Source: an optimization exercise on an open RTL-to-GDS flow (aim: small area and a short achievable clock period). Production flows keep margins and buffers that such runs may drop.
In this exercise RTL edits were held to simulation tests only and were not proved equivalent to the original.

[design/flow/config.mk]
export PLATFORM = sky130hd
export DESIGN_NAME = alu_19bit
export DESIGN_NICKNAME = alu_19bit
export VERILOG_FILES = /design/flow/design.v
export SDC_FILE = /design/flow/constraint.sdc
export NUM_CORES = 4
export LEC_CHECK = 0
export ABC_AREA = 1
export CAP_MARGIN = 20
export CORE_MARGIN = 2
export CORE_UTILIZATION = 60
export SLEW_MARGIN = 20
[design/flow/design.v]
`timescale 1ns/1ps
package alu19_pkg;
    localparam int          W       = 19;
    localparam logic [18:0] SMAX    = 19'h3FFFF;
    localparam logic [18:0] SMIN    = 19'h40000;
    localparam logic [18:0] ENC_KEY = 19'h0C6FE;
endpackage
`timescale 1ns/1ps
module alu19_add #(parameter int W = 8, parameter int ARCH = 1) (
    input  logic [W-1:0] x,
    input  logic [W-1:0] y,
    input  logic         ci,
    output logic [W-1:0] s,
    output logic         co
);
    localparam int L = (W >= 16) ? 5 : (W >= 8) ? 4 : (W >= 4) ? 3 : (W >= 2) ? 2 : 1;
    logic [W:0] g [0:L];
    logic [W:0] p [0:L];
    logic [W:0] c;
    assign g[0] = {x & y, ci};
    assign p[0] = {x ^ y, 1'b0};
    generate
        if (ARCH == 0) begin : g_rip
            assign c[0] = ci;
            for (genvar i = 0; i < W; i++) begin : g_b
                assign c[i+1] = g[0][i+1] | (p[0][i+1] & c[i]);
            end
        end else begin : g_pfx
            for (genvar l = 0; l < L; l++) begin : g_lvl
                for (genvar i = 0; i <= W; i++) begin : g_b
                    if (ARCH == 1) begin : g_skl
                        if ((i >> l) & 1) begin : g_op
                            localparam int J = ((i >> l) << l) - 1;
                            assign g[l+1][i] = g[l][i] | (p[l][i] & g[l][J]);
                            assign p[l+1][i] = p[l][i] & p[l][J];
                        end else begin : g_pass
                            assign g[l+1][i] = g[l][i];
                            assign p[l+1][i] = p[l][i];
                        end
                    end else begin : g_ks
                        if (i >= (1 << l)) begin : g_op
                            assign g[l+1][i] = g[l][i] | (p[l][i] & g[l][i - (1 << l)]);
                            assign p[l+1][i] = p[l][i] & p[l][i - (1 << l)];
                        end else begin : g_pass
                            assign g[l+1][i] = g[l][i];
                            assign p[l+1][i] = p[l][i];
                        end
                    end
                end
            end
            assign c = g[L];
        end
    endgenerate
    assign s  = p[0][W:1] ^ c[W-1:0];
    assign co = c[W];
endmodule
module alu19_muldiv #(parameter int ARCH = 1, parameter int RIPW = 0) (
    input  logic        div,   
    input  logic [18:0] a,     
    input  logic [18:0] b,     
    output logic [19:0] p,     
    output logic [18:0] q      
);
    logic [19:0] acc [0:19];
    logic [19:0] bx;           
    logic [20:0] hz;           
    assign bx = {div, b ^ {19{div}}};
    always_comb begin
        hz[20] = 1'b1;
        hz[19] = 1'b1;
        for (int n = 18; n >= 0; n--) hz[n] = hz[n+1] & ~b[n];
    end
    assign acc[19] = {1'b0, a & {19{div}}};
    genvar k;
    generate
        for (k = 18; k >= 0; k--) begin : g_row
            localparam int WD = 20 - k;
            logic [WD-1:0] x, t;
            logic          co, sel;
            assign x = acc[k+1][19:k];
            alu19_add #(.W(WD), .ARCH(WD <= RIPW ? 0 : ARCH)) u_add (
                .x(x), .y(bx[WD-1:0]), .ci(div), .s(t), .co(co));
            assign sel  = div ? (hz[WD] & co) : a[k];
            assign q[k] = sel;
            if (k > 0) begin : g_lo
                assign acc[k] = {sel ? t : x, acc[k+1][k-1:0]};
            end else begin : g_last
                assign acc[k] = sel ? t : x;
            end
        end
    endgenerate
    assign p = acc[0];
endmodule
`timescale 1ns/1ps
module alu_19bit (
    input  logic          clk,
    input  logic          rst_n,
    input  logic [18:0]   AC,
    input  logic [18:0]   DR,
    input  logic          ADD,
    input  logic          SUB,
    input  logic          MUL,
    input  logic          DIV,
    input  logic          AND,
    input  logic          OR,
    input  logic          XOR,
    input  logic          NOT,
    input  logic          INC,
    input  logic          DEC,
    input  logic          FFT,
    input  logic          ENC,
    input  logic          DNC,
    input  logic          TNF,
    output logic [18:0]   ALU_OP,
    output logic          OVF_FLAG
);
    localparam logic [18:0] SMIN    = alu19_pkg::SMIN;
    localparam logic [18:0] ENC_KEY = alu19_pkg::ENC_KEY;
    logic s_add, s_sub, s_mul, s_div, s_and, s_or, s_xor, s_not;
    logic s_inc, s_dec, s_fft, s_enc, s_dnc, s_tnf;
    assign s_add = ADD;
    assign s_sub = ~ADD & SUB;
    assign s_mul = ~ADD & ~SUB & MUL;
    assign s_div = ~ADD & ~SUB & ~MUL & DIV;
    logic hi4;
    assign hi4   = ~ADD & ~SUB & ~MUL & ~DIV;
    assign s_and = hi4 & AND;
    assign s_or  = hi4 & ~AND & OR;
    assign s_xor = hi4 & ~AND & ~OR & XOR;
    assign s_not = hi4 & ~AND & ~OR & ~XOR & NOT;
    logic hi8;
    assign hi8   = hi4 & ~AND & ~OR & ~XOR & ~NOT;
    assign s_inc = hi8 & INC;
    assign s_dec = hi8 & ~INC & DEC;
    assign s_fft = hi8 & ~INC & ~DEC & FFT;
    assign s_enc = hi8 & ~INC & ~DEC & ~FFT & ENC;
    assign s_dnc = hi8 & ~INC & ~DEC & ~FFT & ~ENC & DNC;
    assign s_tnf = hi8 & ~INC & ~DEC & ~FFT & ~ENC & ~DNC & TNF;
    logic [18:0] ax, ay, as;
    logic [19:0] ac;
    assign ax    = AC ^ {19{s_tnf}};
    assign ay    = (DR & {19{s_add | s_sub}}) ^ {19{s_sub | s_dec}};
    assign ac[0] = s_sub | s_inc | s_tnf;
    for (genvar j = 0; j < 19; j++) begin : g_add
        assign as[j]   = ax[j] ^ ay[j] ^ ac[j];
        assign ac[j+1] = (ax[j] & ay[j]) | (ac[j] & (ax[j] ^ ay[j]));
    end
    logic a_ovf;
    assign a_ovf = (ax[18] == ay[18]) && (as[18] != ax[18]);
    function automatic logic [18:0] cneg(input logic [18:0] x, input logic s);
        logic any;
        any = 1'b0;
        for (int i = 0; i < 19; i++) begin
            cneg[i] = x[i] ^ (s & any);
            any = any | x[i];
        end
    endfunction
    logic        sa, sb, sgn;
    logic [18:0] ma, mb;
    assign sa  = AC[18];
    assign sb  = DR[18];
    assign sgn = sa ^ sb;
    assign ma  = cneg(AC, sa);
    assign mb  = cneg(DR, sb);
    logic [19:0] p;
    logic [18:0] qm;
    alu19_muldiv u_md (.div(~MUL), .a(ma), .b(mb), .p(p), .q(qm));
    logic [19:0] sfx;
    logic        big;
    always_comb begin
        sfx[19] = 1'b0;
        for (int n = 18; n >= 0; n--) sfx[n] = sfx[n+1] | mb[n];
        big = 1'b0;
        for (int i = 1; i < 19; i++) big = big | (ma[i] & sfx[19-i]);
    end
    logic dz;
    logic mul_ovf, div_ovf;
    assign dz      = (DR == '0);
    assign mul_ovf = big | p[19] | (p[18] & (~sgn | (|p[17:0])));
    assign div_ovf = dz | (AC == SMIN && DR == 19'h7FFFF);
    logic [18:0] md_r;
    assign md_r = cneg(s_mul ? p[18:0] : qm, sgn & (s_mul | ~dz));
    function automatic logic [18:0] bitrev(input logic [18:0] x);
        for (int i = 0; i < 19; i++) bitrev[i] = x[18-i];
    endfunction
    logic [18:0] ex;
    assign ex = AC ^ ENC_KEY;
    logic [18:0] next_op;
    logic        next_ovf;
    assign next_op =
          ({19{s_add | s_sub | s_inc | s_dec | s_tnf}} & as)
        | ({19{s_mul | s_div}} & md_r)
        | ({19{s_and}} & (AC & DR))
        | ({19{s_or}}  & (AC | DR))
        | ({19{s_xor}} & (AC ^ DR))
        | ({19{s_not}} & ~AC)
        | ({19{s_fft}} & bitrev(AC))
        | ({19{s_enc}} & ({AC[15:0], AC[18:16]} ^ ENC_KEY))
        | ({19{s_dnc}} & {ex[2:0], ex[18:3]});
    assign next_ovf =
          ((s_add | s_sub | s_inc | s_dec | s_tnf) & a_ovf)
        | (s_mul & mul_ovf)
        | (s_div & div_ovf);
    always_ff @(posedge clk or negedge rst_n) begin
        if (!rst_n) begin
            ALU_OP   <= '0;
            OVF_FLAG <= 1'b0;
        end else begin
            ALU_OP   <= next_op;
            OVF_FLAG <= next_ovf;
        end
    end
endmodule
[design/flow/constraint.sdc]
create_clock -name core_clock -period 50.0 [get_ports {clk}]
set_input_delay 10.0000 -clock core_clock [delete_from_list [all_inputs] [get_ports {clk}]]
set_output_delay 10.0000 -clock core_clock [all_outputs]
set_load 0.01 [all_outputs]
[design/flow/run.sh]
#!/bin/bash
# synth_recipe.tcl (not shown) runs the flow's synth.tcl, then flattens the netlist and writes it again
# the make line also repeats each setting of config.mk as NAME=value (left out here)
make -C /OpenROAD-flow-scripts/flow DESIGN_CONFIG=/design/flow/config.mk WORK_HOME=/design/flow/orfs CLKGATE_MAP_FILE= SYNTH_SCRIPT=/design/flow/synth_recipe.tcl finish
==> results of run 1 <==
[synthesized netlist by cell type (all sizes together) (12+ instances only)]
library cell  count  area, sq um
xnor2            30        262.8
a21oi           134        708.2
nor3             20        100.1
o2111ai          12        105.1
inv             288         1086
nand2           728         2958
xor2            151         1360
nor2            153        691.9
and2             22        140.1
fa               71         1421
or2              76        475.5
o211ai           18        155.1
o221ai           14        122.6
a221oi           15        131.4
clkbuf           33        163.9
a211oi           14        110.1
o21ai            99        581.8
buf              32        245.2
dfrtp            20        500.5
nand3           326         2115
ha              225         2815
nand4            21        158.9
[registers in the layout, indices dropped and copies added (netlist names)]
signal and flops:
OVF_FLAG 1, ALU_OP 19
[stage by stage]
stage                     TNS, ps  area, sq um  instances
after floorplan                 0        16890       2563
after global placement          0        17910       2973
after detailed placement   -222.7        17910       2973
after CTS                       0        18000       2977
after global routing       -768.0        18500       3003
final                           0        18500       3003
[per-layer routing]
metal	vias to the layer above	track usage [%]	part of all wire, %
li1	8636	-	-
met1	8430	49.19	40
met2	842	66.98	45
met3	222	4.878	8.3
met4	0	20.42	6.6
met5	-	0	0
[worst max-delay path: cells and delay by family]
kind / cells / cell delay, ps
and+or+nand+nor: 167 / 17980
AOI/OAI and AO/OA: 46 / 7280
adders and majority gates: 24 / 6940
buffers and inverters: 37 / 4240
xor gates and xnor gates: 2 / 370
[cell type report]
cell class	count	area, sq um	share of cell area [%]
clock buffer	4	88.84	0.4803
inverter	298	1190	6.434
multi-input combinational	2180	15090	81.59
sequential	20	500.5	2.706
tap	378	473.0	2.557
timing repair buffer	123	1154	6.237
[logic make-up after synthesis]
group	share of synthesized area, %
compound gates	13.42
xor+xnor	9.609
fa+ha+maj	25.09
buf+inv	9.179
flops	2.963
simple gates	39.75
[repair_timing]
item,4_1_cts,5_1_grt
gates resized for setup,0,78
setup buffers,0,25
setup endpoints to repair,0,20
hold buffers,0,0
[how the worst min path moves through the flow]
stage	startpoint	to	slack (ps)	depth (start not counted)
6_report	rst_n	ALU_OP[9]	10270	1
5_1_grt	AC[0]	ALU_OP[3]	10330	2
4_1_cts	rst_n	ALU_OP[9]	10290	1
3_5_place_dp	rst_n	ALU_OP[9]	10550	1
3_3_place_gp	rst_n	OVF_FLAG	10520	1
2_1_floorplan	rst_n	ALU_OP[0]	9700	0
==> impl_metrics.ini, run 1 <==
[final_layout]
antenna_cells = 0
final_common_cell = nand2_1
layout_common_cells = 661 x nand2_1, 249 x inv_1, 231 x nand3_1
num-fill-cells = 2613
drive_above_1_share_pct = 15.96
areaGrowthSynthToFinish_pct = 9.512
nets = 2976
fin_util_pct = 66.57

[route]
dr.pass1.iters = 6
wire_per_inst_um = 19.84
drc = 0
drt_wl_total_mm = 59.57
first_iter_violations = 1432
vias_per_cell = 6.037
ant_nets = 0
num_vias = 18130

[timing]
min_period_over_period_pct = 93.85
period_minus_slack_ps = 46920
slew_headroom_pct = 8.608
finalHoldViolCount = 0
setup_ws_ps = 3076
final_max_slew_viol_count = 0
finalSetupViolations = 0
max_freq_ghz = 0.02131
tightestPinTransition_ps = 1336
hold_slack_ps = 10270

[floorplan]
rows = 61
ios = 74
die-area_sq_um = 29510
initial_core_util_pct = 60.79
die_w_um = 171.8
die_h_um = 171.8
fp.coreArea_sq_um = 27780

[synth]
synth_nets = 2913
async_reset_ff_share_pct = 100.0
synthCells = 2563
syn-cell-area_sq_um = 16890
ys_warn_count = 60
synth_edf_count = 0
synth_top_flop_cell = dfrtp_1
ys_seq_area_share_pct = 2.963
syn_area_per_cell_sq_um = 6.589
synth_cell_types = 68
ys_ff_latch = 20

[critical_path]
cpMostUsedCell = nand2_1
cp.required_ps = 50050
cp_max_fo = 27
crit_start = AC[3]
crit_path_max_incr_delay_ps = 590
endpoint = ALU_OP[15]
worstSetupEndpointType = register
cp.arrival_ps = 46970
critPathSlowestCell = clkdlybuf4s50_1
cp-start-kind = input port
critPathKind = in2reg

[clocking]
cts_inserted_buffers = 3
htreeDepth = 1
path_clk_slew_ps = 60
cts_num_sinks = 20
root_buffer = clkbuf_16
cts-root-to-sink-buffers = 2
tritoncts = done

[global_route]
grt-ovfl-total = 0
antenna_found_initial = 1
grt_pass1_wl_mm = 90.76
grt_usage_pct = 39.52
grt_pass1_vias = 17340
grt_start_max_net_pins = 36

[placed_design]
post-place-ws_ps = -114.7
hpwl_mm = 47.57
place_congestion = 1.029
io_buffers = 73

[run_status]
outcome = finished clean

[flow_run]
max_cap_viol_count = 0

[hold_path]
hold_class = in2async
==> inputs of run 2 (changes only) <==
--- a/design/flow/config.mk
+++ b/design/flow/config.mk
@@ -8,5 +8,5 @@
 export ABC_AREA = 1
 export CAP_MARGIN = 20
 export CORE_MARGIN = 2
-export CORE_UTILIZATION = 60
+export CORE_UTILIZATION = 40
 export SLEW_MARGIN = 20
==> run 2 against run 1 <==
Effect of this change: via count is 3.4% lower; clock-buffer cell count unchanged; non-clock buffer count rose by 2; cell count is 5.4% higher; setup slack gained 360 ps; critical path depth increased by 4.
==> impl_metrics.ini, run 2 <==
[timing]
min_period_over_period_pct = 93.13
period_minus_slack_ps = 46570
finalHoldViolCount = 0
max_freq_ghz = 0.02147
tightestPinTransition_ps = 1173
slew_headroom_pct = 19.76
setup_ws_ps = 3434
final_max_slew_viol_count = 0
finalSetupViolations = 0

[synth]
yosysMostFrequentCell = nand2_1
synth_nets = 2913
synth_cell_types = 68
synth_common_cells = 662 x nand2_1, 250 x inv_1, 231 x nand3_1
syn_area_per_cell_sq_um = 6.589
synth_fa_ha_area_share_pct = 25.09
ys_seq_area_share_pct = 2.963
synth-compound-area-share_pct = 13.42
synth_top_flop_cell = dfrtp_1
ys_ff_latch = 20
synth_area_leaders = ha_1 17%, nand2_1 15%, fa_1 8.4%, xor2_1 7.6%, nand3_1 6.8%
synth_top_family_by_area = simple AND/OR/NAND/NOR gates
synth_xor_area_share_pct = 9.609
synthSimpleGateAreaFrac_pct = 39.75
async_reset_ff_share_pct = 100.0
synth_edf_count = 0
synth_top_area_cell = ha_1
ys_warn_count = 60
syn-cell-area_sq_um = 16890
netlist.area_leader.share_pct = 16.67
synth.area.mux_share_pct = 0
synthCells = 2563

[critical_path]
worstSetupEndpointType = register
critPathKind = in2reg
cp_max_fo = 27
crit_path_max_incr_delay_ps = 440
cp-start-kind = input port
cp.arrival_ps = 46680
critPathSlowestCell = fa_1
cpMostUsedCell = nand2_1
cp.required_ps = 50110

[clocking]
postCtsHoldBufs = 0
cts-root-to-sink-buffers = 2
path_clk_slew_ps = 50
cts_num_sinks = 20
tritoncts = done
htreeDepth = 1
cts_inserted_buffers = 3
root_buffer = clkbuf_16

[final_layout]
stdcell_count = 3166
top_register = ALU_OP
antenna_cells = 0
nets = 2978
layout_common_cells = 660 x nand2_1, 247 x inv_1, 231 x nand3_1
fin_area_sq_um = 18730
largest_reg_flops = 19
regArea_sq_um = 500.5
reg_top3 = ALU_OP x19, OVF_FLAG x1
drive_above_1_share_pct = 16.25
num-fill-cells = 4431
final_common_cell = nand2_1
multi_input_comb_area_sq_um = 15100
areaGrowthSynthToFinish_pct = 10.90

[placed_design]
dp.cells = 3139
post-place-ws_ps = -686.2
place_congestion = 0.9860
dpl-instance-area_sq_um = 18160
hpwl_mm = 50.85
io_buffers = 73

[route]
ant_nets = 0
num_vias = 17510
first_iter_violations = 1307
drt_wl_total_mm = 62.30
drc = 0
dr.pass1.iters = 5
vias_per_cell = 5.530
wire_per_inst_um = 19.68

[floorplan]
fp.coreArea_sq_um = 41850
die_h_um = 209.5
initial_core_util_pct = 40.35
die-area_sq_um = 43880
die_w_um = 209.5
rows = 75
ios = 74

[global_route]
grt_pass1_vias = 17290
grt-ovfl-total = 0
grt_usage_pct = 27.94
grt_pass1_wl_mm = 96.51
grt_start_max_net_pins = 50
antenna_found_initial = 0

[hold_path]
hold_class = in2async

[flow_run]
max_cap_viol_count = 0

[run_status]
outcome = finished clean
==> run 2: cell types whose count changed in the layout (fill, tap and decap cells not counted), sizes merged <==
cell	delta
buf	+1
clkbuf	+1
clkdlybuf4s50	-6
clkinv	+2
clkinvlp	-1
dlymetal6s2s	+6
nand2	-1
==> run 2: area by class of cell <==
| cell class | count | area share [%] |
|---|---|---|
| multi-input combinational | 2179 | 80.62 |
| inverter | 298 | 6.400 |
| timing repair buffer | 125 | 6.206 |
| tap | 539 | 3.601 |
| sequential | 20 | 2.672 |
| clock buffer | 4 | 0.4743 |
| timing repair inverter | 1 | 0.02672 |
==> run 2: logic make-up (layout without fill, tap and decap cells) <==
group                    Yosys count  after routing
AND/OR/NAND/NOR                 1357           1357
adder cells (fa/ha/maj)          296            296
AO/OA/AOI/OAI                    345            345
XOR/XNOR                         181            181
flip-flops                        20             20
buffers and inverters            364            428
==> run 2: how the worst max path moves through the flow <==
stage | depth (start not counted) | startpoint | endpoint | slack, ps
after global routing | 283 | DR[0] | ALU_OP[18] | -150
final | 280 | DR[0] | ALU_OP[18] | 3430
after detailed placement | 271 | DR[18] | ALU_OP[18] | -690
after CTS | 278 | DR[18] | ALU_OP[18] | 370
after global placement | 274 | AC[4] | ALU_OP[18] | 610
after floorplan | 266 | MUL | ALU_OP[18] | 5110
==> run 2: layer usage <==
metal	vias up	GRT usage (%)	part of all wire, %
li1	8615	-	-
met3	151	3.142	5.5
met1	8157	36.50	44
met5	-	0	0
met2	585	46.84	45
met4	0	11.79	5.1
==> run 2: stage by stage <==
step / setup TNS, ps / utilization [%] / hold slack (ps)
floorplan: 0 / - / 9704
detailed placement: -3436 / 43.39 / 10550
global placement: 0 / 43.39 / 10540
CTS: 0 / 43.63 / 10280
finish: 0 / 44.75 / 10250
global route: -292.5 / 44.75 / 10340
==> run 2: critical path: cells and delay by family <==
family | cells | cell delay (ps)
AND/OR/NAND/NOR | 173 | 18280
buffers and inverters | 35 | 3570
XOR/XNOR | 2 | 380
adder cells (fa/ha/maj) | 23 | 6820
AO/OA/AOI/OAI | 47 | 7510
==> run 2: what timing repair did <==
item                       CTS  global route
buffers inserted             0            22
setup endpoints to repair    6            20
cloned                       0             1
resized for setup            3            88
pin swaps                    0             7
==> inputs of run 3 (changes only) <==
--- a/design/flow/design.v
+++ b/design/flow/design.v
@@ -17,21 +17,54 @@
     logic [W:0] g [0:L];
     logic [W:0] p [0:L];
     logic [W:0] c;
-    assign g[0] = {x & y, ci};
-    assign p[0] = {x ^ y, 1'b0};
+    logic [W-1:0] px;
+    for (genvar i = 0; i < W; i++) begin : g_px
+        assign px[i] = x[i] ? ~y[i] : y[i];
+    end
+    assign g[0] = {x, ci};    
+    assign p[0] = {px, 1'b0};
     generate
         if (ARCH == 0) begin : g_rip
             assign c[0] = ci;
             for (genvar i = 0; i < W; i++) begin : g_b
-                assign c[i+1] = g[0][i+1] | (p[0][i+1] & c[i]);
-            end
+                assign c[i+1] = p[0][i+1] ? c[i] : x[i];
+            end
+        end else if (ARCH == 3) begin : g_bk
+            logic [W:0] bg [0:2*L-1];
+            logic [W:0] bp [0:2*L-1];
+            assign bg[0] = g[0];
+            assign bp[0] = p[0];
+            for (genvar l = 0; l < L; l++) begin : g_up
+                for (genvar i = 0; i <= W; i++) begin : g_b
+                    if ((i + 1) % (2 << l) == 0) begin : g_op
+                        assign bg[l+1][i] = bp[l][i] ? bg[l][i - (1 << l)] : bg[l][i];
+                        assign bp[l+1][i] = bp[l][i] & bp[l][i - (1 << l)];
+                    end else begin : g_pass
+                        assign bg[l+1][i] = bg[l][i];
+                        assign bp[l+1][i] = bp[l][i];
+                    end
+                end
+            end
+            for (genvar m = 0; m < L - 1; m++) begin : g_dn
+                localparam int LL = L - 2 - m;
+                for (genvar i = 0; i <= W; i++) begin : g_b
+                    if ((i + 1) % (2 << LL) == (1 << LL) && i >= (2 << LL)) begin : g_op
+                        assign bg[L+m+1][i] = bp[L+m][i] ? bg[L+m][i - (1 << LL)] : bg[L+m][i];
+                        assign bp[L+m+1][i] = bp[L+m][i] & bp[L+m][i - (1 << LL)];
+                    end else begin : g_pass
+                        assign bg[L+m+1][i] = bg[L+m][i];
+                        assign bp[L+m+1][i] = bp[L+m][i];
+                    end
+                end
+            end
+            assign c = bg[2*L-1];
         end else begin : g_pfx
             for (genvar l = 0; l < L; l++) begin : g_lvl
                 for (genvar i = 0; i <= W; i++) begin : g_b
                     if (ARCH == 1) begin : g_skl
                         if ((i >> l) & 1) begin : g_op
                             localparam int J = ((i >> l) << l) - 1;
-                            assign g[l+1][i] = g[l][i] | (p[l][i] & g[l][J]);
+                            assign g[l+1][i] = p[l][i] ? g[l][J] : g[l][i];
                             assign p[l+1][i] = p[l][i] & p[l][J];
                         end else begin : g_pass
                             assign g[l+1][i] = g[l][i];
@@ -39,7 +72,7 @@
                         end
                     end else begin : g_ks
                         if (i >= (1 << l)) begin : g_op
-                            assign g[l+1][i] = g[l][i] | (p[l][i] & g[l][i - (1 << l)]);
+                            assign g[l+1][i] = p[l][i] ? g[l][i - (1 << l)] : g[l][i];
                             assign p[l+1][i] = p[l][i] & p[l][i - (1 << l)];
                         end else begin : g_pass
                             assign g[l+1][i] = g[l][i];
@@ -51,10 +84,12 @@
             assign c = g[L];
         end
     endgenerate
-    assign s  = p[0][W:1] ^ c[W-1:0];
+    for (genvar i = 0; i < W; i++) begin : g_s
+        assign s[i] = c[i] ? ~px[i] : px[i];
+    end
     assign co = c[W];
 endmodule
-module alu19_muldiv #(parameter int ARCH = 1, parameter int RIPW = 0) (
+module alu19_muldiv #(parameter int ARCH = 3, parameter int RIPW = 0) (
     input  logic        div,   
     input  logic [18:0] a,     
     input  logic [18:0] b,     
--- a/design/flow/config.mk
+++ b/design/flow/config.mk
@@ -8,5 +8,5 @@
 export ABC_AREA = 1
 export CAP_MARGIN = 20
 export CORE_MARGIN = 2
-export CORE_UTILIZATION = 40
+export CORE_UTILIZATION = 55
 export SLEW_MARGIN = 20
==> run 3 against run 2 <==
Effect of this change: still clean; routed wire length is 20% higher; maximum frequency increased by 21%; area after synthesis grew 18%; die area down 14%; non-clock buffer count down 16; global-route usage grew 10 points; via count grew 34%; clock-buffer cell count fell by 1; critical path type unchanged.
==> impl_metrics.ini, run 3 <==
[synth]
ys_seq_area_share_pct = 2.514
synth_top_flop_cell = dfrtp_1
synthCells = 3523
synth_edf_count = 0
synth_top_area_cell = nand2_1
netlist.area_leader.share_pct = 20.84
ys_ff_latch = 20
ys_warn_count = 98
synth_area_leaders = nand2_1 21%, nand3_1 12%, nand2_2 8.1%, xor2_1 7.2%, inv_1 6.9%
synth_common_cells = 1105 x nand2_1, 476 x nand3_1, 364 x inv_1
synth_nets = 3634
synth_cell_types = 68
yosysMostFrequentCell = nand2_1
syn_area_per_cell_sq_um = 5.650
async_reset_ff_share_pct = 100.0
syn-cell-area_sq_um = 19900

[timing]
max_freq_ghz = 0.02606
finalHoldViolCount = 0
slew_headroom_pct = 25.60
tightestPinTransition_ps = 1112
setup_ws_ps = 11630
setup_tns_ps = 0
rsz0062_at_grt = no
final_max_slew_viol_count = 0
min_period_over_period_pct = 76.75
finalSetupViolations = 0
period_minus_slack_ps = 38370

[critical_path]
worstSetupEndpointType = register
cpMostUsedCell = nand2_1
cp.arrival_ps = 38460
path_delay_family = simple AND/OR/NAND/NOR gates
critPathSlowestCell = clkdlybuf4s50_1
crit_path_max_incr_delay_ps = 580
cp_max_fo = 27
cp-start-kind = input port
critPathKind = in2reg
worst-path-buf-inv = 13
cp.required_ps = 50080

[clocking]
cts_inserted_buffers = 3
root_buffer = clkbuf_16
cts_num_sinks = 20
postCtsHoldBufs = 0
cts_setup_buffers = 0
cts-root-to-sink-buffers = 2
cts_resized = 0
tritoncts = done
path_clk_slew_ps = 50
htreeDepth = 1

[route]
drt_wl_total_mm = 74.84
wire_per_inst_um = 18.73
first_iter_violations = 2439
num_vias = 23540
vias_per_cell = 5.890
drc = 0
ant_nets = 0
dr.pass1.iters = 6

[floorplan]
fp.coreArea_sq_um = 35570
ios = 74
initial_core_util_pct = 55.96
die_w_um = 194.2
die_h_um = 194.2
rows = 69
die-area_sq_um = 37730

[final_layout]
final_common_cell = nand2_1
areaGrowthSynthToFinish_pct = 3.118
largest_reg_flops = 19
fin_area_sq_um = 20520
drive_above_1_share_pct = 17.06
layout_common_cells = 1105 x nand2_1, 476 x nand3_1, 364 x inv_1
num-fill-cells = 3633
top_register = ALU_OP
reg_top3 = ALU_OP x19, OVF_FLAG x1
nets = 3646

[flow_run]
max_cap_viol_count = 0

[hold_path]
hold_class = in2async

[placed_design]
post-place-ws_ps = 11890
io_buffers = 73
hpwl_mm = 59.02
place_congestion = 1.029
dpl-instance-area_sq_um = 20410

[global_route]
grt_pass1_vias = 22170
grt-ovfl-total = 0
grt_start_max_net_pins = 38
antenna_found_initial = 1
grt_usage_pct = 38.23
grt_pass1_wl_mm = 117.0

[run_status]
outcome = finished clean
run 3: how the worst max path moves through the flow:
stage | to | slack (ps) | depth (start not counted) | startpoint
floorplan | ALU_OP[17] | 18560 | 242 | AC[1]
global placement | ALU_OP[17] | 12430 | 229 | AC[1]
detailed placement | ALU_OP[13] | 11890 | 229 | AC[1]
CTS | ALU_OP[13] | 12100 | 229 | AC[1]
global route | ALU_OP[17] | 8400 | 241 | AC[1]
finish | ALU_OP[13] | 11630 | 230 | AC[1]
run 3: cell families after synthesis:
family                     synth area share (%)
and+or+nand+nor                           60.33
buffers and inverters                     13.82
AOI/OAI and AO/OA                         10.05
xor gates and xnor gates                  9.021
adders and majority gates                 4.262
DFF                                       2.514
run 3: cell type report:
type	count	area, sq um	share of cell area [%]
multi-input cells	2979	16720	81.47
repair buffers	109	993.5	4.840
clock inverters	1	30.03	0.1463
flip-flops and latches	20	500.5	2.438
diodes	1	2.502	0.01219
inverters	422	1625	7.919
clock buffers	3	75.07	0.3658
well taps	461	576.8	2.810
run 3: metal layers:
metal	track usage [%]	wire, um	share of wire [%]	vias to the layer above
met5	0	14	0.019	-
met4	22.67	5179	6.9	2
met3	4.227	6550	8.8	300
met2	63.06	33100	44	1188
met1	48.04	30000	40	10680
li1	-	-	-	11370
run 3: stage by stage:
| step | hold WS (ps) | util (%) | instances |
|---|---|---|---|
| after floorplan | 9704 | - | 3523 |
| after global placement | 10530 | 57.37 | 3989 |
| after detailed placement | 10540 | 57.39 | 3990 |
| after CTS | 10280 | 57.68 | 3994 |
| after global routing | 10340 | 57.70 | 3995 |
| final | 10250 | 57.70 | 3996 |
==> inputs of run 4 (changes only) <==
--- a/design/flow/config.mk
+++ b/design/flow/config.mk
@@ -8,5 +8,5 @@
 export ABC_AREA = 1
 export CAP_MARGIN = 20
 export CORE_MARGIN = 2
-export CORE_UTILIZATION = 55
+export CORE_UTILIZATION = 25
 export SLEW_MARGIN = 20
==> run 4 against run 3 <==
Effect of this change: sequential share of layout area down 0.084 points; setup slack lost 120 ps; critical endpoint is now ALU_OP[17]; flip-flop and latch count unchanged.
==> impl_metrics.ini, run 4 <==
[synth]
synth_top_area_cell = nand2_1
ys_warn_count = 98
yosysMostFrequentCell = nand2_1
synth_edf_count = 0
synth_common_cells = 1105 x nand2_1, 476 x nand3_1, 364 x inv_1
synth_cell_types = 68
ys_seq_area_share_pct = 2.514
synth_top_flop_cell = dfrtp_1
async_reset_ff_share_pct = 100.0
synth_area_leaders = nand2_1 21%, nand3_1 12%, nand2_2 8.1%, xor2_1 7.2%, inv_1 6.9%
ys_ff_latch = 20
synth_nets = 3634
netlist.area_leader.share_pct = 20.84
syn_area_per_cell_sq_um = 5.650
synthCells = 3523
syn-cell-area_sq_um = 19900

[timing]
setup_ws_ps = 11510
max_freq_ghz = 0.02598
finalHoldViolCount = 0
rsz0062_at_grt = no
setup_tns_ps = 0
finalSetupViolations = 0
final_max_slew_viol_count = 0
period_minus_slack_ps = 38490
min_period_over_period_pct = 76.99
tightestPinTransition_ps = 972.8
slew_headroom_pct = 33.47

[critical_path]
path_delay_family = simple AND/OR/NAND/NOR gates
critPathSlowestCell = a21boi_0
cp_max_fo = 27
cpMostUsedCell = nand2_1
worst-path-buf-inv = 13
cp.required_ps = 50100
worstSetupEndpointType = register
critPathKind = in2reg
cp.arrival_ps = 38590
crit_path_max_incr_delay_ps = 750
cp-start-kind = input port

[floorplan]
fp.coreArea_sq_um = 78870
die_h_um = 286.2
rows = 103
ios = 74
die-area_sq_um = 81890
initial_core_util_pct = 25.24
die_w_um = 286.2

[clocking]
cts_inserted_buffers = 3
htreeDepth = 1
postCtsHoldBufs = 0
root_buffer = clkbuf_16
tritoncts = done
cts_num_sinks = 20
cts_setup_buffers = 0
cts-root-to-sink-buffers = 2
path_clk_slew_ps = 60
cts_resized = 0

[global_route]
grt-ovfl-total = 0
grt_pass1_wl_mm = 115.5
grt_pass1_vias = 20420
grt_start_max_net_pins = 67
grt_usage_pct = 17.59
antenna_found_initial = 0

[route]
first_iter_violations = 2224
dr.pass1.iters = 6
ant_nets = 0
drc = 0
num_vias = 22740
vias_per_cell = 4.960
wire_per_inst_um = 16.40
drt_wl_total_mm = 75.20

[final_layout]
top_register = ALU_OP
drive_above_1_share_pct = 17.09
reg_top3 = ALU_OP x19, OVF_FLAG x1
largest_reg_flops = 19
num-fill-cells = 9079
layout_common_cells = 1105 x nand2_1, 476 x nand3_1, 364 x inv_1
antenna_cells = 0
nets = 3647
final_common_cell = nand2_1
areaGrowthSynthToFinish_pct = 6.808

[placed_design]
hpwl_mm = 59.86
post-place-ws_ps = 11750
place_congestion = 0.9875
io_buffers = 73

[run_status]
outcome = finished clean

[hold_path]
hold_class = in2async

[flow_run]
max_cap_viol_count = 0
run 4: final cells by class:
type	instances	area, sq um	area share, %
clock buffer	3	75.07	0.3531
clock inverter	1	30.03	0.1413
multi-input combinational	2979	16710	78.61
sequential	20	500.5	2.354
inverter	422	1625	7.645
tap	1050	1314	6.180
timing repair buffer	110	1003	4.720
run 4: metal layers:
layer / global-route usage (%) / part of all wire (%)
met3: 2.250 / 8.7
met1: 24.81 / 45
met4: 5.602 / 3.6
met5: 0 / 0
met2: 27.59 / 42
run 4: kinds of logic after synthesis:
kind of cell / Yosys count / synth area share [%]
and+or+nand+nor: 2399 / 60.33
adders and majority gates: 57 / 4.262
buffers and inverters: 524 / 13.82
xor gates and xnor gates: 205 / 9.021
DFF: 20 / 2.514
AOI/OAI and AO/OA: 318 / 10.05
run 4: worst paths after layout:
path | startpoint | slack, ps | endpoint | cells past startpoint
hold / removal | rst_n | 10250 | ALU_OP[0] | 1
max in group asynchronous | rst_n | 39210 | ALU_OP[11] | 1
setup / recovery | AC[1] | 11510 | ALU_OP[17] | 235
min in group core_clock | AC[12] | 10620 | ALU_OP[6] | 3
run 4: through the flow:
step / cell area (sq um) / cells / hold WS [ps] / util, %
floorplan: 19900 / 3523 / 9704 / -
finish: 21260 / 4585 / 10250 / 26.95
CTS: 21260 / 4585 / 10280 / 26.95
detailed placement: 21150 / 4581 / 10550 / 26.82
global route: 21260 / 4585 / 10330 / 26.95
global placement: 21150 / 4581 / 10540 / 26.82
==> inputs of run 5 (changes only) <==
--- a/design/flow/config.mk
+++ b/design/flow/config.mk
@@ -8,5 +8,5 @@
 export ABC_AREA = 1
 export CAP_MARGIN = 20
 export CORE_MARGIN = 2
-export CORE_UTILIZATION = 25
+export CORE_UTILIZATION = 40
 export SLEW_MARGIN = 20
==> run 5 against run 4 <==
Effect of this change: non-clock buffer count up 3; area after synthesis is the same; synthesized cell count unchanged; die area decreased by 37%; critical path depth stayed put; sequential share of layout area rose by 0.051 points; largest cell class unchanged; clock-buffer cell count did not move; routed wire length fell by 2.0%; maximum frequency is 1.2% higher; core utilization is 15 points higher.
==> impl_metrics.ini, run 5 <==
[final_layout]
drive_above_1_share_pct = 17.16
multi_input_comb_area_sq_um = 16720
nets = 3650
stdcell_count = 4202
final_common_cell = nand2_1
areaGrowthSynthToFinish_pct = 4.532
largest_reg_flops = 19
fin_util_pct = 42.42
fin_area_sq_um = 20810
antenna_cells = 0
top_register = ALU_OP
num-fill-cells = 5551
regArea_sq_um = 500.5
layout_common_cells = 1105 x nand2_1, 476 x nand3_1, 364 x inv_1
reg_top3 = ALU_OP x19, OVF_FLAG x1

[clocking]
path_clk_slew_ps = 60
postCtsHoldBufs = 0
htreeDepth = 1
cts_inserted_buffers = 3
tritoncts = done
cts_num_sinks = 20
cts_resized = 0
cts_setup_buffers = 0
cts-root-to-sink-buffers = 2
root_buffer = clkbuf_16

[timing]
slew_headroom_pct = 31.91
period_minus_slack_ps = 38050
max_freq_ghz = 0.02628
finalSetupViolations = 0
final_max_slew_viol_count = 0
rsz0062_at_grt = no
setup_tns_ps = 0
min_period_over_period_pct = 76.10
hold_slack_ps = 10270
finalHoldViolCount = 0
tightestPinTransition_ps = 1020

[synth]
synth_top_flop_cell = dfrtp_1
ys_ff_latch = 20
netlist.area_leader.share_pct = 20.84
synth_edf_count = 0
synth_nets = 3634
yosysMostFrequentCell = nand2_1
synth_common_cells = 1105 x nand2_1, 476 x nand3_1, 364 x inv_1
synth_area_leaders = nand2_1 21%, nand3_1 12%, nand2_2 8.1%, xor2_1 7.2%, inv_1 6.9%
syn-cell-area_sq_um = 19900
syn_area_per_cell_sq_um = 5.650
ys_warn_count = 98
async_reset_ff_share_pct = 100.0
ys_seq_area_share_pct = 2.514
synth_top_area_cell = nand2_1
synth_cell_types = 68
synthCells = 3523

[floorplan]
die_h_um = 227.1
initial_core_util_pct = 40.58
die_w_um = 227.1
die-area_sq_um = 51560
rows = 81
fp.coreArea_sq_um = 49050
ios = 74

[placed_design]
io_buffers = 73
hpwl_mm = 58.29
place_congestion = 1.007
dp.cells = 4198
dpl-instance-area_sq_um = 20700

[route]
drt_wl_total_mm = 73.73
ant_nets = 0
dr.pass1.iters = 8
drc = 0
vias_per_cell = 5.381
top_layer_used = met4
first_iter_violations = 2299
num_vias = 22610
wl_met2_mm = 31.84
wl_met3_mm = 5.933
wire_per_inst_um = 17.55
wl_met1_mm = 33.29

[critical_path]
critPathKind = in2reg
cp.required_ps = 50090
critPathSlowestCell = clkdlybuf4s50_1
cp.arrival_ps = 38140
cp-start-kind = input port
cpMostUsedCell = nand2_1
worstSetupEndpointType = register
crit_path_max_incr_delay_ps = 590
cp_max_fo = 27

[flow_run]
max_cap_viol_count = 0

[global_route]
antenna_found_initial = 1
grt-ovfl-total = 0
grt_start_max_net_pins = 73
grt_pass1_wl_mm = 116.1
grt_pass1_vias = 20650
grt_usage_pct = 28.43

[hold_path]
hold_class = in2async

[run_status]
outcome = finished clean
==> run 5: cell counts after synthesis <==
Identical to the previous run, type by type.
==> run 5: cell type report <==
cell class / instances / share of cell area, %
clock buffers: 3 / 0.3608
repair buffers: 113 / 4.931
inverters: 422 / 7.812
multi-input cells: 2979 / 80.35
clock inverters: 1 / 0.1443
flip-flops and latches: 20 / 2.405
well taps: 664 / 3.993
==> run 5: path summary, 6_finish.rpt <==
| check | startpoint | depth (start not counted) | slack [ps] | to |
|---|---|---|---|---|
| setup / recovery | AC[1] | 235 | 11950 | ALU_OP[16] |
| hold / removal | rst_n | 1 | 10270 | ALU_OP[4] |
| max in group asynchronous | rst_n | 1 | 39160 | ALU_OP[10] |
| min in group core_clock | AC[12] | 3 | 10590 | ALU_OP[6] |
==> run 5: metrics by stage <==
stage	worst slack (ps)
global placement	12350
floorplan	18560
finish	11950
global route	8597
detailed placement	12160
CTS	12310
==> run 5: kinds of logic (layout without fill, tap and decap cells) <==
group,Yosys count,after routing,synth area share [%]
buffers and inverters,524,539,13.82
XOR/XNOR,205,205,9.021
AND/OR/NAND/NOR,2399,2399,60.33
adder cells (fa/ha/maj),57,57,4.262
flip-flops,20,20,2.514
AO/OA/AOI/OAI,318,318,10.05
==> run 5: metal layers <==
| metal | vias up | track usage, % |
|---|---|---|
| met4 | 0 | 8.180 |
| met5 | - | 0 |
| met1 | 10210 | 39.81 |
| met2 | 864 | 45.87 |
| met3 | 160 | 3.123 |
| li1 | 11380 | - |
==> run 5: worst max-delay path: cells and delay by family <==
kind	cells	cell delay (ps)
xor gates and xnor gates	1	250
buffers and inverters	20	2430
adders and majority gates	1	180
AOI/OAI and AO/OA	5	1070
and+or+nand+nor	208	24070
==> inputs of run 6 (changes only) <==
--- a/design/flow/design.v
+++ b/design/flow/design.v
@@ -89,7 +89,7 @@
     end
     assign co = c[W];
 endmodule
-module alu19_muldiv #(parameter int ARCH = 3, parameter int RIPW = 0) (
+module alu19_muldiv #(parameter int ARCH = 1, parameter int RIPW = 0) (
     input  logic        div,   
     input  logic [18:0] a,     
     input  logic [18:0] b,     
==> run 6 against run 5 <==
Effect of this change: routed wire length is 6.2% higher; via count is 6.8% higher; critical path depth is 7 lower; die area is 4.9% higher; critical endpoint is now ALU_OP[18]; sequential share of layout area is 0.099 points lower; still clean on timing, DRC and antenna; final area is 4.3% higher; setup slack worse by 1800 ps.
==> impl_metrics.ini, run 6 <==
[run_status]
outcome = finished clean

[timing]
tightestPinTransition_ps = 1107
rsz0062_at_grt = no
final_max_slew_viol_count = 0
finalHoldViolCount = 0
period_minus_slack_ps = 39860
finalSetupViolations = 0
min_period_over_period_pct = 79.72
max_freq_ghz = 0.02509
slew_headroom_pct = 25.42
setup_tns_ps = 0

[route]
wl_met1_mm = 34.92
wl_met2_mm = 33.95
wl_met3_mm = 5.507
first_iter_violations = 2246
wire_per_inst_um = 17.67
num_vias = 24150
dr.pass1.iters = 8
drt_wl_total_mm = 78.28
drc = 0
ant_nets = 0
vias_per_cell = 5.452
top_layer_used = met4

[final_layout]
drive_above_1_share_pct = 16.56
reg_top3 = ALU_OP x19, OVF_FLAG x1
num-fill-cells = 5767
antenna_cells = 0
fin_util_pct = 42.12
nets = 3862
largest_reg_flops = 19
fin_area_sq_um = 21700
top_register = ALU_OP
final_common_cell = nand2_1
layout_common_cells = 1234 x nand2_1, 498 x nand3_1, 356 x inv_1
areaGrowthSynthToFinish_pct = 3.851

[synth]
ys_warn_count = 60
ys_ff_latch = 20
synth_nets = 3857
syn_area_per_cell_sq_um = 5.577
synth_area_leaders = nand2_1 22%, nand3_1 12%, nand2_2 8.4%, xor2_1 6.9%, inv_1 6.4%
async_reset_ff_share_pct = 100.0
syn-cell-area_sq_um = 20890
synth_cell_types = 79
netlist.area_leader.share_pct = 22.17
synthCells = 3746
synth_edf_count = 0
synth_top_flop_cell = dfrtp_1
synth_common_cells = 1234 x nand2_1, 498 x nand3_1, 357 x inv_1
ys_seq_area_share_pct = 2.396
synth_top_area_cell = nand2_1
yosysMostFrequentCell = nand2_1

[global_route]
antenna_found_initial = 0
grt-ovfl-total = 0
grt_start_max_net_pins = 50
grt_usage_pct = 28.31
grt_pass1_wl_mm = 122.7
grt_pass1_vias = 22190

[clocking]
cts_resized = 0
tritoncts = done
cts_num_sinks = 20
cts_inserted_buffers = 3
cts-root-to-sink-buffers = 2
htreeDepth = 1
path_clk_slew_ps = 50
postCtsHoldBufs = 0
root_buffer = clkbuf_16
cts_setup_buffers = 0

[critical_path]
critPathSlowestCell = nand2_2
cp.required_ps = 50130
worstSetupEndpointType = register
cp-start-kind = input port
crit_start = AC[0]
cp.arrival_ps = 39990
critPathKind = in2reg
cpMostUsedCell = nand2_1
worst-path-buf-inv = 14
cp_max_fo = 29
crit_path_max_incr_delay_ps = 640
path_delay_family = simple AND/OR/NAND/NOR gates

[placed_design]
hpwl_mm = 61.76
io_buffers = 73
place_congestion = 1.020
dpl-instance-area_sq_um = 21610

[floorplan]
die-area_sq_um = 54070
rows = 83
initial_core_util_pct = 40.56
die_w_um = 232.5
die_h_um = 232.5
fp.coreArea_sq_um = 51510
ios = 74

[flow_run]
max_cap_viol_count = 0

[hold_path]
hold_class = in2async
[run 6: cell count changes in the layout (fill, tap and decap cells not counted), moves of 8 or more]
| cell | change |
|---|---|
| nand2_1 | +129 |
| nand3_1 | +22 |
| clkinv_1 | +8 |
| nor2_1 | +13 |
| nand2_2 | +22 |
| nand2_4 | -12 |
| a21oi_1 | +15 |
| a21boi_0 | +11 |
| inv_1 | -8 |
[run 6: routing by layer]
metal / vias to the layer above / GRT usage [%]
met5: - / 0
met4: 0 / 12.18
met3: 194 / 2.819
met2: 977 / 45.77
met1: 10880 / 38.10
li1: 12100 / -
[run 6: worst max-delay path by stage]
| stage | end | slack [ps] | cells after the start |
|---|---|---|---|
| 5_1_grt | ALU_OP[18] | 6870 | 233 |
| 3_5_place_dp | ALU_OP[17] | 10390 | 228 |
| 4_1_cts | ALU_OP[18] | 10570 | 228 |
| 3_3_place_gp | ALU_OP[17] | 10860 | 227 |
| 6_report | ALU_OP[18] | 10140 | 228 |
| 2_1_floorplan | ALU_OP[18] | 18710 | 231 |
[run 6: per-stage QoR]
stage / setup slack, ps / hold slack, ps / instances
floorplan: 18710 / 9704 / 3746
finish: 10140 / 10260 / 4430
global placement: 10860 / 10550 / 4426
CTS: 10570 / 10300 / 4430
global route: 6867 / 10340 / 4430
detailed placement: 10390 / 10560 / 4426
[run 6: cell families after synthesis]
family          count (synthesis)  synth area share (%)
buf+inv                       538                 13.62
flops                          20                 2.396
fa+ha+maj                      58                 4.109
compound gates                360                 11.03
simple gates                 2568                 60.38
xor+xnor                      202                 8.469
[run 6: final cells by class]
class                   instances  area (sq um)  share of cell area (%)
clock buffers                   4         88.84                  0.4095
inverters                     429          1645                   7.584
multi-input cells            3188         17610                   81.19
flip-flops and latches         20         500.5                   2.307
well taps                     680         850.8                   3.922
repair buffers                109         996.0                   4.591
==> inputs of run 7 (changes only) <==
--- a/design/flow/design.v
+++ b/design/flow/design.v
@@ -89,33 +89,39 @@
     end
     assign co = c[W];
 endmodule
-module alu19_muldiv #(parameter int ARCH = 1, parameter int RIPW = 0) (
+module alu19_muldiv #(parameter int ARCH = 3, parameter int RIPW = 0) (
     input  logic        div,   
+    input  logic [18:0] ac,    
     input  logic [18:0] a,     
     input  logic [18:0] b,     
     output logic [19:0] p,     
     output logic [18:0] q      
 );
-    logic [19:0] acc [0:19];
-    logic [19:0] bx;           
+    logic        sb, inv, inv18;
+    logic [19:0] bs;           
     logic [20:0] hz;           
-    assign bx = {div, b ^ {19{div}}};
+    assign sb    = b[18];
+    assign bs    = {sb, b};
+    assign inv   = div & ~sb;
+    assign inv18 = div ? ~sb : 1'b1;
     always_comb begin
         hz[20] = 1'b1;
         hz[19] = 1'b1;
-        for (int n = 18; n >= 0; n--) hz[n] = hz[n+1] & ~b[n];
-    end
+        for (int n = 18; n >= 0; n--) hz[n] = hz[n+1] & ~(b[n] ^ sb);
+    end
+    logic [19:0] acc [0:19];
     assign acc[19] = {1'b0, a & {19{div}}};
     genvar k;
     generate
         for (k = 18; k >= 0; k--) begin : g_row
             localparam int WD = 20 - k;
             logic [WD-1:0] x, t;
-            logic          co, sel;
-            assign x = acc[k+1][19:k];
+            logic          iv, co, sel;
+            assign x  = acc[k+1][19:k];
+            assign iv = (k == 18) ? inv18 : inv;
             alu19_add #(.W(WD), .ARCH(WD <= RIPW ? 0 : ARCH)) u_add (
-                .x(x), .y(bx[WD-1:0]), .ci(div), .s(t), .co(co));
-            assign sel  = div ? (hz[WD] & co) : a[k];
+                .x(x), .y(bs[WD-1:0] ^ {WD{iv}}), .ci(iv), .s(t), .co(co));
+            assign sel  = div ? (hz[WD] & co) : ac[k];
             assign q[k] = sel;
             if (k > 0) begin : g_lo
                 assign acc[k] = {sel ? t : x, acc[k+1][k-1:0]};
@@ -153,17 +159,16 @@
     localparam logic [18:0] ENC_KEY = alu19_pkg::ENC_KEY;
     logic s_add, s_sub, s_mul, s_div, s_and, s_or, s_xor, s_not;
     logic s_inc, s_dec, s_fft, s_enc, s_dnc, s_tnf;
+    logic hi4, hi8;
     assign s_add = ADD;
     assign s_sub = ~ADD & SUB;
     assign s_mul = ~ADD & ~SUB & MUL;
     assign s_div = ~ADD & ~SUB & ~MUL & DIV;
-    logic hi4;
     assign hi4   = ~ADD & ~SUB & ~MUL & ~DIV;
     assign s_and = hi4 & AND;
     assign s_or  = hi4 & ~AND & OR;
     assign s_xor = hi4 & ~AND & ~OR & XOR;
     assign s_not = hi4 & ~AND & ~OR & ~XOR & NOT;
-    logic hi8;
     assign hi8   = hi4 & ~AND & ~OR & ~XOR & ~NOT;
     assign s_inc = hi8 & INC;
     assign s_dec = hi8 & ~INC & DEC;
@@ -171,24 +176,28 @@
     assign s_enc = hi8 & ~INC & ~DEC & ~FFT & ENC;
     assign s_dnc = hi8 & ~INC & ~DEC & ~FFT & ~ENC & DNC;
     assign s_tnf = hi8 & ~INC & ~DEC & ~FFT & ~ENC & ~DNC & TNF;
-    logic [18:0] ax, ay, as;
+    logic [18:0] ax, ay, ap, as;
     logic [19:0] ac;
-    assign ax    = AC ^ {19{s_tnf}};
-    assign ay    = (DR & {19{s_add | s_sub}}) ^ {19{s_sub | s_dec}};
+    assign ax    = AC ^ {19{s_tnf | s_not}};
+    assign ay    = (DR & {19{s_add | s_sub | s_and | s_or | s_xor}}) ^ {19{s_sub | s_dec}};
     assign ac[0] = s_sub | s_inc | s_tnf;
     for (genvar j = 0; j < 19; j++) begin : g_add
-        assign as[j]   = ax[j] ^ ay[j] ^ ac[j];
-        assign ac[j+1] = (ax[j] & ay[j]) | (ac[j] & (ax[j] ^ ay[j]));
+        assign ap[j]   = ax[j] ? ~ay[j] : ay[j];
+        assign as[j]   = ac[j] ? ~ap[j] : ap[j];
+        assign ac[j+1] = ap[j] ? ac[j] : ax[j];
     end
     logic a_ovf;
     assign a_ovf = (ax[18] == ay[18]) && (as[18] != ax[18]);
+    function automatic logic [18:0] por(input logic [18:0] x);
+        por = x;
+        for (int l = 0; l < 5; l++)
+            for (int i = 0; i < 19; i++)
+                if ((i >> l) & 1) por[i] = por[i] | por[((i >> l) << l) - 1];
+    endfunction
     function automatic logic [18:0] cneg(input logic [18:0] x, input logic s);
-        logic any;
-        any = 1'b0;
-        for (int i = 0; i < 19; i++) begin
-            cneg[i] = x[i] ^ (s & any);
-            any = any | x[i];
-        end
+        logic [18:0] o;
+        o = por(x);
+        cneg = x ^ ({o[17:0], 1'b0} & {19{s}});
     endfunction
     logic        sa, sb, sgn;
     logic [18:0] ma, mb;
@@ -199,7 +208,7 @@
     assign mb  = cneg(DR, sb);
     logic [19:0] p;
     logic [18:0] qm;
-    alu19_muldiv u_md (.div(~MUL), .a(ma), .b(mb), .p(p), .q(qm));
+    alu19_muldiv u_md (.div(~MUL), .ac(AC), .a(ma), .b(DR), .p(p), .q(qm));
     logic [19:0] sfx;
     logic        big;
     always_comb begin
@@ -208,13 +217,18 @@
         big = 1'b0;
         for (int i = 1; i < 19; i++) big = big | (ma[i] & sfx[19-i]);
     end
-    logic dz;
+    logic pneg, dz;
     logic mul_ovf, div_ovf;
+    assign pneg    = sgn & (|AC) & (|DR);
+    assign mul_ovf = big | (pneg ? ~(p[19] & p[18]) : (p[19] | p[18]));
     assign dz      = (DR == '0);
-    assign mul_ovf = big | p[19] | (p[18] & (~sgn | (|p[17:0])));
     assign div_ovf = dz | (AC == SMIN && DR == 19'h7FFFF);
-    logic [18:0] md_r;
-    assign md_r = cneg(s_mul ? p[18:0] : qm, sgn & (s_mul | ~dz));
+    logic [18:0] mr, mo, md_r;
+    logic        mneg;
+    assign mr   = s_mul ? p[18:0] : qm;
+    assign mneg = ~s_mul & sgn & ~dz;
+    assign mo   = por({mr[18:1], 1'b0});
+    assign md_r = {mr[18:1] ^ ((mo[17:0] | {18{mr[0]}}) & {18{mneg}}), mr[0]};
     function automatic logic [18:0] bitrev(input logic [18:0] x);
         for (int i = 0; i < 19; i++) bitrev[i] = x[18-i];
     endfunction
@@ -223,12 +237,11 @@
     logic [18:0] next_op;
     logic        next_ovf;
     assign next_op =
-          ({19{s_add | s_sub | s_inc | s_dec | s_tnf}} & as)
+          ({19{s_add | s_sub | s_inc | s_dec | s_tnf | s_not}} & as)
         | ({19{s_mul | s_div}} & md_r)
-        | ({19{s_and}} & (AC & DR))
-        | ({19{s_or}}  & (AC | DR))
-        | ({19{s_xor}} & (AC ^ DR))
-        | ({19{s_not}} & ~AC)
+        | ({19{s_and}} & (ax & ~ap))
+        | ({19{s_or}}  & (ax | ap))
+        | ({19{s_xor}} & ap)
         | ({19{s_fft}} & bitrev(AC))
         | ({19{s_enc}} & ({AC[15:0], AC[18:16]} ^ ENC_KEY))
         | ({19{s_dnc}} & {ex[2:0], ex[18:3]});
--- a/design/flow/config.mk
+++ b/design/flow/config.mk
@@ -9,4 +9,5 @@
 export CAP_MARGIN = 20
 export CORE_MARGIN = 2
 export CORE_UTILIZATION = 40
+export GPL_TIMING_DRIVEN = 0
 export SLEW_MARGIN = 20
==> run 7 against run 6 <==
Effect of this change: routed wire length is 8.2% lower; sequential share of layout area hardly changed; still clean; critical path depth stayed put; critical endpoint unchanged.
==> impl_metrics.ini, run 7 <==
[route]
vias_per_cell = 5.163
dr.pass1.iters = 6
num_vias = 22880
wire_per_inst_um = 16.21
first_iter_violations = 1674
drt_wl_total_mm = 71.83
drc = 0
ant_nets = 0

[placed_design]
dp.cells = 4426
io_buffers = 65
place_congestion = 0.9522
hpwl_mm = 60.22

[timing]
setup_tns_ps = 0
final_max_slew_viol_count = 0
min_period_over_period_pct = 72.33
slew_headroom_pct = 39.79
period_minus_slack_ps = 36160
max_freq_ghz = 0.02765
tightestPinTransition_ps = 903.2
rsz0062_at_grt = no
finalSetupViolations = 0
finalHoldViolCount = 0

[critical_path]
cp.required_ps = 50130
worstSetupEndpointType = register
cpMostUsedCell = nand2_1
cp.arrival_ps = 36290
critPathSlowestCell = clkinv_1
cp_max_fo = 11
cp-start-kind = input port
crit_path_max_incr_delay_ps = 680
critPathKind = in2reg
crit_start = DR[0]

[run_status]
outcome = finished clean

[synth]
syn-cell-area_sq_um = 20350
async_reset_ff_share_pct = 100.0
yosysMostFrequentCell = nand2_1
synth_area_leaders = nand2_1 22%, nand3_1 12%, nand2_2 9.7%, inv_1 8.0%, xor2_1 6.8%
synth_nets = 3782
synth_cell_types = 85
syn_area_per_cell_sq_um = 5.518
ys_ff_latch = 20
ys_warn_count = 98
netlist.area_leader.share_pct = 21.74
ys_seq_area_share_pct = 2.459
synth_top_area_cell = nand2_1
synthCells = 3689
synth_common_cells = 1179 x nand2_1, 487 x nand3_1, 433 x inv_1
synth_edf_count = 0
synth_top_flop_cell = dfrtp_1

[clocking]
root_buffer = clkbuf_16
htreeDepth = 1
cts_setup_buffers = 0
postCtsHoldBufs = 0
cts-root-to-sink-buffers = 2
tritoncts = done
cts_num_sinks = 20
cts_resized = 0
cts_inserted_buffers = 3
path_clk_slew_ps = 50

[global_route]
grt_start_max_net_pins = 21
grt_pass1_wl_mm = 114.7
grt_pass1_vias = 21200
grt-ovfl-total = 0
grt_usage_pct = 26.92
antenna_found_initial = 3

[final_layout]
stdcell_count = 4431
areaGrowthSynthToFinish_pct = 7.776
layout_common_cells = 1179 x nand2_1, 487 x nand3_1, 433 x inv_1
multi_input_comb_area_sq_um = 16580
num-fill-cells = 5648
largest_reg_flops = 19
top_register = ALU_OP
fin_util_pct = 43.73
nets = 3852
reg_top3 = ALU_OP x19, OVF_FLAG x1
regArea_sq_um = 500.5
drive_above_1_share_pct = 18.52
final_common_cell = nand2_1

[floorplan]
ios = 74
initial_core_util_pct = 40.57
die_w_um = 229.6
fp.coreArea_sq_um = 50170
die_h_um = 229.6
rows = 82
die-area_sq_um = 52710

[hold_path]
hold_class = in2reg
min_from = AC[10]

[flow_run]
max_cap_viol_count = 0
==> run 7: changes by cell type after synthesis, sizes merged, moves of 18 or more <==
cell / before / now
o21ai: 133 / 115
inv: 398 / 479
nor2: 277 / 241
a21oi: 76 / 111
nand2: 1567 / 1535
fa: 18 / 0
==> run 7: critical path, delay by kind of cell <==
kind / cells / cell delay (ps)
buffers and inverters: 30 / 5150
adders and majority gates: 1 / 180
and+or+nand+nor: 185 / 17760
xor gates and xnor gates: 1 / 190
AOI/OAI and AO/OA: 11 / 2880
==> run 7: kinds of logic after synthesis <==
group	share of synthesized area, %
buf+inv	16.09
xor+xnor	8.864
simple gates	58.46
compound gates	11.73
fa+ha+maj	2.397
flops	2.459
==> run 7: cell type report <==
cell class | count | share of cell area (%)
Antenna cell | 1 | 0.01141
Multi-Input combinational cell | 3058 | 75.57
Tap cell | 672 | 3.833
Buffer | 114 | 6.154
Clock buffer | 4 | 0.4050
Sequential cell | 20 | 2.281
Timing Repair Buffer | 65 | 2.966
Inverter | 497 | 8.778
==> run 7: worst paths after layout <==
| path | end | cells past startpoint |
|---|---|---|
| max | ALU_OP[18] | 228 |
| min | ALU_OP[8] | 3 |
| max in group asynchronous | ALU_OP[7] | 1 |
| min in group asynchronous | ALU_OP[14] | 1 |
==> run 7: layer usage <==
layer,vias up,global-route usage [%],wire [um]
li1,11900,-,-
met1,10290,36.27,33510
met2,568,44.46,31990
met3,119,3.660,3987
met4,0,7.833,2343
met5,-,0,0
==> run 7: stage by stage <==
step           instance area, sq um  hold WS (ps)  setup WS [ps]
2_1_floorplan                 20350          9704          19150
3_3_place_gp                  21850         10430          13930
3_5_place_dp                  21850         10430          13880
4_1_cts                       21930         10170          14050
5_1_grt                       21930         10190          10970
6_report                      21940         10210          13840
==> inputs of run 8 (changes only) <==
--- a/design/flow/config.mk
+++ b/design/flow/config.mk
@@ -9,5 +9,4 @@
 export CAP_MARGIN = 20
 export CORE_MARGIN = 2
 export CORE_UTILIZATION = 40
-export GPL_TIMING_DRIVEN = 0
 export SLEW_MARGIN = 20
==> run 8 against run 7 <==
Effect of this change: highest routed layer is now met5; largest cell class unchanged; critical endpoint is now ALU_OP[17]; final area decreased by 4.7%; cell count decreased by 1.7%; critical path type unchanged.
==> impl_metrics.ini, run 8 <==
[synth]
ys_ff_latch = 20
syn-cell-area_sq_um = 20350
synth_cell_types = 85
synth_top_area_cell = nand2_1
netlist.area_leader.share_pct = 21.74
syn_area_per_cell_sq_um = 5.518
async_reset_ff_share_pct = 100.0
synth-compound-area-share_pct = 11.73
ys_seq_area_share_pct = 2.459
synth_common_cells = 1179 x nand2_1, 487 x nand3_1, 433 x inv_1
synth.area.mux_share_pct = 0
synth_top_flop_cell = dfrtp_1
synth_nets = 3782
synth_area_leaders = nand2_1 22%, nand3_1 12%, nand2_2 9.7%, inv_1 8.0%, xor2_1 6.8%
synth_fa_ha_area_share_pct = 2.397
synth_top_family_by_area = simple AND/OR/NAND/NOR gates
synth_xor_area_share_pct = 8.864
synthCells = 3689
synth_edf_count = 0
ys_warn_count = 98
synthSimpleGateAreaFrac_pct = 58.46
yosysMostFrequentCell = nand2_1

[placed_design]
post-place-ws_ps = 12480
dp.cells = 4349
hpwl_mm = 57.52
io_buffers = 73
place_congestion = 0.9697

[timing]
finalSetupViolations = 0
tightestPinTransition_ps = 1167
finalHoldViolCount = 0
final_max_slew_viol_count = 0
min_period_over_period_pct = 75.45
setup_tns_ps = 0
setup_ws_ps = 12270
slew_headroom_pct = 22.09
hold_slack_ps = 10240
max_freq_ghz = 0.02651
rsz0062_at_grt = no
period_minus_slack_ps = 37730

[clocking]
cts-root-to-sink-buffers = 2
htreeDepth = 1
postCtsHoldBufs = 0
cts_setup_buffers = 0
cts_inserted_buffers = 3
cts_resized = 0
root_buffer = clkbuf_16
cts_num_sinks = 20
tritoncts = done
path_clk_slew_ps = 60

[final_layout]
final_common_cell = nand2_1
nets = 3775
areaGrowthSynthToFinish_pct = 2.692
layout_common_cells = 1179 x nand2_1, 487 x nand3_1, 433 x inv_1
num-fill-cells = 5602
largest_reg_flops = 19
stdcell_count = 4354
top_register = ALU_OP
drive_above_1_share_pct = 17.09
reg_top3 = ALU_OP x19, OVF_FLAG x1

[floorplan]
ios = 74
die_w_um = 229.6
rows = 82
initial_core_util_pct = 40.57
die-area_sq_um = 52710
die_h_um = 229.6
fp.coreArea_sq_um = 50170

[route]
drc = 0
wire_per_inst_um = 16.91
ant_nets = 0
vias_per_cell = 5.291
num_vias = 23040
first_iter_violations = 2173
drt_wl_total_mm = 73.63
dr.pass1.iters = 6

[critical_path]
critPathKind = in2reg
cp_max_fo = 29
critPathSlowestCell = nand2_2
cp.required_ps = 50140
crit_path_max_incr_delay_ps = 540
cpMostUsedCell = nand2_2
cp.arrival_ps = 37870
cp-start-kind = input port
worstSetupEndpointType = register

[global_route]
antenna_found_initial = 1
grt_usage_pct = 26.96
grt_pass1_vias = 20680
grt_pass1_wl_mm = 114.1
grt_start_max_net_pins = 40
grt-ovfl-total = 0

[hold_path]
hold_class = in2async

[run_status]
outcome = finished clean

[flow_run]
max_cap_viol_count = 0
==> run 8: changes by cell type in the layout (fill, tap and decap cells not counted), sizes merged <==
cell,previous run,this run
buf,45,30
bufbuf,1,0
bufinv,3,4
clkbuf,69,3
clkdlybuf4s15,1,0
clkdlybuf4s18,1,0
clkdlybuf4s50,65,72
dlymetal6s2s,1,0
==> run 8: cell families after synthesis <==
family | count (synthesis)
adder cells (fa/ha/maj) | 39
flip-flops | 20
AO/OA/AOI/OAI | 368
AND/OR/NAND/NOR | 2448
buffers and inverters | 611
XOR/XNOR | 203
==> run 8: metrics by stage <==
stage                     instance area, sq um  utilization [%]
after floorplan                          20350                -
after global placement                   20790            41.45
after detailed placement                 20790            41.45
after CTS                                20900            41.66
after global routing                     20900            41.66
final                                    20900            41.66
==> run 8: cell type report <==
cell class | instances | area [sq um] | share of cell area (%)
multi-input cells | 3058 | 16580 | 79.34
inverters | 497 | 1926 | 9.212
repair buffers | 102 | 943.4 | 4.513
well taps | 672 | 840.8 | 4.023
flip-flops and latches | 20 | 500.5 | 2.394
clock buffers | 3 | 75.07 | 0.3592
clock inverters | 1 | 30.03 | 0.1437
diodes | 1 | 2.502 | 0.01197
==> run 8: routing by layer <==
metal  global-route usage (%)  share of wire [%]  wire length [um]  vias to the layer above
met2                    43.27                 44             32050                      877
met5                        0              0.018                13                        -
li1                         -                  -                 -                    11730
met1                    37.58                 45             33100                    10280
met4                    8.746                3.7              2742                        2
met3                    2.714                7.8              5719                      148
==> run 8: how the worst max path moves through the flow <==
| stage | cells past startpoint | startpoint | endpoint | slack (ps) |
|---|---|---|---|---|
| 2_1_floorplan | 241 | MUL | ALU_OP[17] | 19150 |
| 3_3_place_gp | 223 | DR[18] | ALU_OP[17] | 12610 |
| 3_5_place_dp | 223 | DR[18] | ALU_OP[17] | 12480 |
| 4_1_cts | 228 | DR[18] | ALU_OP[17] | 12630 |
| 5_1_grt | 233 | AC[0] | ALU_OP[16] | 8660 |
| 6_report | 226 | AC[18] | ALU_OP[17] | 12270 |
==> run 8: worst max-delay path, delay by kind of cell <==
family | cells | cell delay [ps]
buffers and inverters | 12 | 1890
and+or+nand+nor | 202 | 22930
adders and majority gates | 1 | 170
AOI/OAI and AO/OA | 11 | 2720

[afterwards: timing with drivers on the ports]
The flow's constraints put no driver on any port. The routed layouts listed below were extracted and timed again, unchanged, in two steps. Step 1 (the two cells are an assumption about what drives the block):
set clk [get_ports {clk}]
set_driving_cell -lib_cell sky130_fd_sc_hd__clkbuf_16 $clk
set_driving_cell -lib_cell sky130_fd_sc_hd__buf_2 [delete_from_list [all_inputs] $clk]
Step 2, shift: input delay + t, output delay - t, t = (earliest + latest rising clock arrival at the registers) / 2. This alone moves slack from input paths to output paths. Slacks: no drivers / after step 1 / after step 2; pairs: no drivers / after step 1.
run	t (ns)	slack for setup (ns)	clock arrival spread, ns	slew at the worst register clock pin (ns)	pins driven straight from the clock port
run 1	0.282	3.076 / 3.086 / 2.804	0.004 / 0.004	0.06 / 0.06	1
run 2	0.270	3.434 / 3.437 / 3.167	0.001 / 0.002	0.05 / 0.05	1
run 3	0.280	11.625 / 11.631 / 11.351	0.002 / 0.002	0.06 / 0.06	1
run 4	0.278	11.508 / 11.505 / 11.227	0.007 / 0.006	0.06 / 0.06	1
run 5	0.281	11.949 / 11.958 / 11.677	0.004 / 0.003	0.06 / 0.06	1
run 6	0.272	10.141 / 10.145 / 9.873	0.004 / 0.004	0.05 / 0.05	1
run 7	0.268	13.837 / 13.836 / 13.568	0.002 / 0.002	0.05 / 0.05	1
run 8	0.273	12.273 / 12.274 / 12.001	0.004 / 0.004	0.06 / 0.06	1
After both steps every run listed still meets setup and hold. The setup slack of run 4, which loses most, moves by -0.003 ns with the drivers and by -0.281 ns with both steps.
